Background: an optimization exercise with open tools, aiming at small area. Do not read the settings as production practice.
Where RTL was checked, it was by simulation tests only, not by an equivalence proof against the original.
Power and IR drop assume default switching activity.

== the reference run ==
==> flow/design.v <==
`timescale 1ns/1ps
package dac_spi_pkg;
  localparam logic [3:0] CMD_WR_IN      = 4'h0;
  localparam logic [3:0] CMD_UPD        = 4'h1;
  localparam logic [3:0] CMD_WR_UPD_ALL = 4'h2;
  localparam logic [3:0] CMD_WR_UPD     = 4'h3;
  localparam int DAC_FRAME_BITS = 24;
  localparam int COMM_MSB       = 23;
  localparam int ADDR_MSB       = 19;
  localparam int DATA_MSB       = 15;
  typedef enum logic [1:0] {
    ST_IDLE  = 2'd0,
    ST_SHIFT = 2'd1,
    ST_DONE  = 2'd2
  } rx_state_e;
endpackage
`timescale 1ns/1ps
module spi_in_sync #(
  parameter int   STAGES  = 2,
  parameter logic RST_VAL = 1'b0
) (
  input  logic clk,
  input  logic rst,
  input  logic din,
  output logic dout,
  output logic rise,
  output logic fall
);
  logic [STAGES-1:0] sync_q, sync_d;
  logic              prev_q, prev_d;
  always_comb begin
    sync_d = {sync_q[STAGES-2:0], din};
    prev_d = sync_q[STAGES-1];
  end
  always_ff @(posedge clk or negedge rst) begin
    if (!rst) begin
      sync_q <= {STAGES{RST_VAL}};
      prev_q <= RST_VAL;
    end else begin
      sync_q <= sync_d;
      prev_q <= prev_d;
    end
  end
  assign dout = sync_q[STAGES-1];
  assign rise = dout & ~prev_q;
  assign fall = ~dout & prev_q;
endmodule
`timescale 1ns/1ps
module dac_spi_rx #(
  parameter int SYNC_STAGES = 2,
  parameter int NBITS       = 24,
  parameter int NCH         = 16
) (
  input  logic        clk,
  input  logic        rst,
  input  logic        spi_sync,
  input  logic        spi_sclk,
  input  logic        spi_data,
  input  logic [3:0]  rd_addr,
  output logic [15:0] rd_data,
  output logic        rx_valid,
  output logic [3:0]  rx_comm,
  output logic [3:0]  rx_addr,
  output logic [15:0] rx_data,
  output logic        frame_err,
  output logic        busy
);
  logic sync_s, sync_rise, sync_fall;
  logic sclk_s, sclk_rise, sclk_fall;
  logic data_s, data_rise, data_fall;
  logic unused_edges;
  spi_in_sync #(.STAGES(SYNC_STAGES), .RST_VAL(1'b1)) u_sync_sync (
    .clk(clk), .rst(rst), .din(spi_sync), .dout(sync_s), .rise(sync_rise), .fall(sync_fall));
  spi_in_sync #(.STAGES(SYNC_STAGES), .RST_VAL(1'b1)) u_sclk_sync (
    .clk(clk), .rst(rst), .din(spi_sclk), .dout(sclk_s), .rise(sclk_rise), .fall(sclk_fall));
  spi_in_sync #(.STAGES(SYNC_STAGES), .RST_VAL(1'b0)) u_data_sync (
    .clk(clk), .rst(rst), .din(spi_data), .dout(data_s), .rise(data_rise), .fall(data_fall));
  assign unused_edges = ^{sync_s, sclk_s, sclk_rise, data_rise, data_fall};
  dac_spi_pkg::rx_state_e                 state_q, state_d;
  logic [dac_spi_pkg::DAC_FRAME_BITS-1:0] sr_q, sr_d;
  logic [4:0]                cnt_q, cnt_d;
  logic                      rx_valid_q, rx_valid_d;
  logic                      frame_err_q, frame_err_d;
  logic [3:0]                rx_comm_q, rx_comm_d;
  logic [3:0]                rx_addr_q, rx_addr_d;
  logic [15:0]               rx_data_q, rx_data_d;
  logic                      good;
  always_comb begin
    state_d     = state_q;
    sr_d        = sr_q;
    cnt_d       = cnt_q;
    good        = 1'b0;
    frame_err_d = 1'b0;
    case (state_q)
      dac_spi_pkg::ST_IDLE: begin
        if (sync_fall) begin
          state_d = dac_spi_pkg::ST_SHIFT;
          cnt_d   = '0;
        end
      end
      dac_spi_pkg::ST_SHIFT: begin
        if (sclk_fall) begin
          sr_d = {sr_q[dac_spi_pkg::DAC_FRAME_BITS-2:0], data_s};
          if (cnt_q != 5'd31) cnt_d = cnt_q + 5'd1;
        end
        if (sync_rise) state_d = dac_spi_pkg::ST_DONE;
      end
      dac_spi_pkg::ST_DONE: begin
        state_d = dac_spi_pkg::ST_IDLE;
        if (cnt_q == 5'(NBITS)) good = 1'b1;
        else                    frame_err_d = 1'b1;
      end
      default: state_d = dac_spi_pkg::ST_IDLE;
    endcase
    rx_valid_d = good;
    rx_comm_d  = good ? sr_q[dac_spi_pkg::COMM_MSB -: 4]  : rx_comm_q;
    rx_addr_d  = good ? sr_q[dac_spi_pkg::ADDR_MSB -: 4]  : rx_addr_q;
    rx_data_d  = good ? sr_q[dac_spi_pkg::DATA_MSB -: 16] : rx_data_q;
  end
  always_ff @(posedge clk or negedge rst) begin
    if (!rst) begin
      state_q     <= dac_spi_pkg::ST_IDLE;
      cnt_q       <= '0;
      rx_valid_q  <= 1'b0;
      frame_err_q <= 1'b0;
      rx_comm_q   <= '0;
      rx_addr_q   <= '0;
      rx_data_q   <= '0;
    end else begin
      state_q     <= state_d;
      cnt_q       <= cnt_d;
      rx_valid_q  <= rx_valid_d;
      frame_err_q <= frame_err_d;
      rx_comm_q   <= rx_comm_d;
      rx_addr_q   <= rx_addr_d;
      rx_data_q   <= rx_data_d;
    end
  end
  always_ff @(posedge clk) sr_q <= sr_d;
  logic [NCH-1:0][15:0] in_r, out_r;      
  logic [3:0]           ptr_q;            
  logic                 ready_q;          
  logic                 pend_q;           
  logic                 run_q;            
  logic                 act;              
  logic                 c_wr;             
  logic                 p_hit, p_upd;
  logic [15:0]          in_new, out_new;
  assign c_wr  = (rx_comm_q[1:0] != 2'd1);
  assign act   = pend_q & (run_q | (ptr_q == 4'd0));
  assign p_hit = (ptr_q == rx_addr_q);
  assign p_upd = (rx_comm_q[1:0] == 2'd2) | (rx_comm_q[0] & p_hit);
  assign in_new  = (~ready_q | (act & c_wr & p_hit)) ? rx_data_q : in_r[0];
  assign out_new = (~ready_q | (act & p_upd)) ? in_new : out_r[0];
  always_ff @(posedge clk) begin
    in_r  <= {in_new,  in_r[NCH-1:1]};
    out_r <= {out_new, out_r[NCH-1:1]};
  end
  always_ff @(posedge clk or negedge rst) begin
    if (!rst) begin
      ptr_q   <= '0;
      ready_q <= 1'b0;
      pend_q  <= 1'b0;
      run_q   <= 1'b0;
    end else begin
      ptr_q <= ptr_q + 4'd1;
      if (ptr_q == 4'd15) ready_q <= 1'b1;
      if (good) begin
        pend_q <= (sr_q[dac_spi_pkg::COMM_MSB -: 2] == 2'd0);
      end else if (act) begin
        if (ptr_q == 4'd15) begin
          pend_q <= 1'b0;
          run_q  <= 1'b0;
        end else begin
          run_q  <= 1'b1;
        end
      end
    end
  end
  logic [3:0]  r_idx;
  logic        r_hit, r_upd, r_new, use_rx, use_in, use_out;
  logic [15:0] r_oh;
  assign r_idx = rd_addr - ptr_q;
  assign r_hit = (rd_addr == rx_addr_q);
  assign r_upd = (rx_comm_q[1:0] == 2'd2) | (rx_comm_q[0] & r_hit);
  assign r_new = pend_q & ~(run_q & (rd_addr < ptr_q)) & r_upd;
  assign use_rx  = ~ready_q | (r_new & c_wr & r_hit);
  assign use_in  = ready_q & r_new & ~(c_wr & r_hit);
  assign use_out = ready_q & ~r_new;
  always_comb begin
    r_oh = '0;
    r_oh[r_idx] = 1'b1;
    rd_data = rx_data_q & {16{use_rx}};
    for (int k = 0; k < NCH; k++) begin
      rd_data = rd_data | (out_r[k] & {16{r_oh[k] & use_out}})
                        | (in_r[k]  & {16{r_oh[k] & use_in}});
    end
  end
  assign rx_valid  = rx_valid_q;
  assign frame_err = frame_err_q;
  assign rx_comm   = rx_comm_q;
  assign rx_addr   = rx_addr_q;
  assign rx_data   = rx_data_q;
  assign busy      = (state_q == dac_spi_pkg::ST_SHIFT);
endmodule
==> flow/config.mk <==
export PLATFORM = sky130hd
export DESIGN_NAME = dac_spi_rx
export DESIGN_NICKNAME = dac_spi_rx
export VERILOG_FILES = /design/flow/design.v
export SDC_FILE = /design/flow/constraint.sdc
export NUM_CORES = 4
export LEC_CHECK = 0
export CAP_MARGIN = 20
export CORE_MARGIN = 2
export CORE_UTILIZATION = 40
export SLEW_MARGIN = 20
==> flow/constraint.sdc <==
create_clock -name core_clock -period 5.0 [get_ports {clk}]
set_input_delay 1.0000 -clock core_clock [delete_from_list [all_inputs] [get_ports {clk}]]
set_output_delay 1.0000 -clock core_clock [all_outputs]
set_load 0.01 [all_outputs]
run.sh (not shown) runs the stock make flow with config.mk's settings and CLKGATE_MAP_FILE= SYNTH_SCRIPT=/design/flow/synth_recipe.tcl, a recipe that flattens the netlist after the stock synthesis.
The reference run ran in full, but the layout does not pass; the checks complain about setup timing.
The inputs of the trial run differ from those of the reference run as listed below.
--- a/flow/design.v
+++ b/flow/design.v
@@ -178,22 +178,48 @@
     end
   end
-  logic [3:0]  r_idx;
-  logic        r_hit, r_upd, r_new, use_rx, use_in, use_out;
-  logic [15:0] r_oh;
-  assign r_idx = rd_addr - ptr_q;
+  logic [3:0]  nq;       
+  logic [1:0]  r_lo, r_hi;
+  logic        r_c2, r_done;
+  logic        r_hit, r_upd, r_new, use_rx, use_in;
+  logic [3:0][15:0] r_out4, r_in4;
+  logic [15:0] r_out, r_in;
+  logic [3:0]  h0, h1;   
+  assign nq = 4'd0 - ptr_q;
+  assign r_lo[0] = rd_addr[0] ? ~nq[0] : nq[0];
+  assign r_lo[1] = rd_addr[1] ? ~(rd_addr[0] ? (nq[1] ^ nq[0]) : nq[1])
+                              :  (rd_addr[0] ? (nq[1] ^ nq[0]) : nq[1]);
+  assign r_c2 = rd_addr[1] ? (nq[1] | (rd_addr[0] & nq[0])) : (nq[1] & rd_addr[0] & nq[0]);
+  assign h0 = {2'b00, nq[3:2]};
+  assign h1 = {2'b00, nq[3:2] + 2'd1};
+  always_comb begin
+    logic [1:0] e;
+    e = r_c2 ? h1[1:0] : h0[1:0];
+    r_hi[0] = rd_addr[2] ? ~e[0] : e[0];
+    r_hi[1] = rd_addr[3] ? ~(rd_addr[2] ? (e[1] ^ e[0]) : e[1])
+                         :  (rd_addr[2] ? (e[1] ^ e[0]) : e[1]);
+  end
+  always_comb begin
+    logic lt1, lt2;
+    lt1    = rd_addr[1] ? (ptr_q[1] & ~rd_addr[0] & ptr_q[0]) : (ptr_q[1] | (~rd_addr[0] & ptr_q[0]));
+    lt2    = rd_addr[2] ? (ptr_q[2] & lt1) : (ptr_q[2] | lt1);
+    r_done = rd_addr[3] ? (ptr_q[3] & lt2) : (ptr_q[3] | lt2);
+  end
+  always_comb begin
+    for (int g = 0; g < 4; g++) begin
+      r_out4[g] = out_r[4*g + r_lo];
+      r_in4[g]  = in_r[4*g + r_lo];
+    end
+  end
+  assign r_out = r_out4[r_hi];
+  assign r_in  = r_in4[r_hi];
   assign r_hit = (rd_addr == rx_addr_q);
   assign r_upd = (rx_comm_q[1:0] == 2'd2) | (rx_comm_q[0] & r_hit);
-  assign r_new = pend_q & ~(run_q & (rd_addr < ptr_q)) & r_upd;
-  assign use_rx  = ~ready_q | (r_new & c_wr & r_hit);
-  assign use_in  = ready_q & r_new & ~(c_wr & r_hit);
-  assign use_out = ready_q & ~r_new;
-  always_comb begin
-    r_oh = '0;
-    r_oh[r_idx] = 1'b1;
-    rd_data = rx_data_q & {16{use_rx}};
-    for (int k = 0; k < NCH; k++) begin
-      rd_data = rd_data | (out_r[k] & {16{r_oh[k] & use_out}})
-                        | (in_r[k]  & {16{r_oh[k] & use_in}});
-    end
+  assign r_new = pend_q & ~(run_q & r_done) & r_upd;
+  assign use_rx = ~ready_q | (r_new & c_wr & r_hit);
+  assign use_in = r_new;
+  always_comb begin
+    if (use_rx)      rd_data = rx_data_q;
+    else if (use_in) rd_data = r_in;
+    else             rd_data = r_out;
   end
   assign rx_valid  = rx_valid_q;
- The trial run finished all stages; the layout is clean.
- Diff the reference run -> the trial run: final critical-path setup slack increased 240 ps, number of filler cells placed in the layout rose by 0.44%, tap cell instance count saw an increase.
- Summary of the comparison: total half-perimeter wirelength after legalization and detailed placement is lower in the trial run, relative to the reference run.
- Worst-margin pin slew for the trial run: 370 ps up relative to the reference run
- Comparing the trial run and the reference run, power after layout is lower on the trial run.
- Against the reference run, the trial run comes in 4.7 points lower on final period utilization.
- Compared with the reference run, the trial run shows multi-input combinational area share higher by 0.57 points.
- Of the trial run and the reference run, the trial run shows the lower number of different library cells in the post-synthesis netlist, with the reference run above it.
- From the reference run to the trial run the numbers moved as follows: core utilization lower, cell row count higher, post-CTS resize count lower.
Only the layout flow was run in the reference run; the RTL was not checked for function there.

==> static timing again, ports no longer ideal <==
The flow's constraints put no driver on any port. The routed layouts listed below were extracted and timed again, unchanged, in two steps. Step 1 (the two cells are an assumption about what drives the block):
set clk [get_ports {clk}]
set_driving_cell -lib_cell sky130_fd_sc_hd__clkbuf_16 $clk
set_driving_cell -lib_cell sky130_fd_sc_hd__buf_2 [delete_from_list [all_inputs] $clk]
Step 2 times the ports against the registers' clock, not the clock port: input delays grow and output delays shrink by t, the midpoint of the rising clock arrivals with the driver on. Three values: no drivers, after step 1, after step 2; two values: the first two.
| run | t, ns | setup slack, ns | worst setup path at the end | slew at the worst register clock pin (ns) |
|---|---|---|---|---|
| the reference run | 0.657 | -0.099 / -0.154 / -0.154 | input to output | 0.07 / 0.07 |
| the trial run | 0.633 | 0.136 / 0.112 / 0.112 | input to output | 0.07 / 0.07 |
The setup slack of the reference run, which loses most, moves by -0.055 ns with the drivers and by -0.055 ns with both steps.
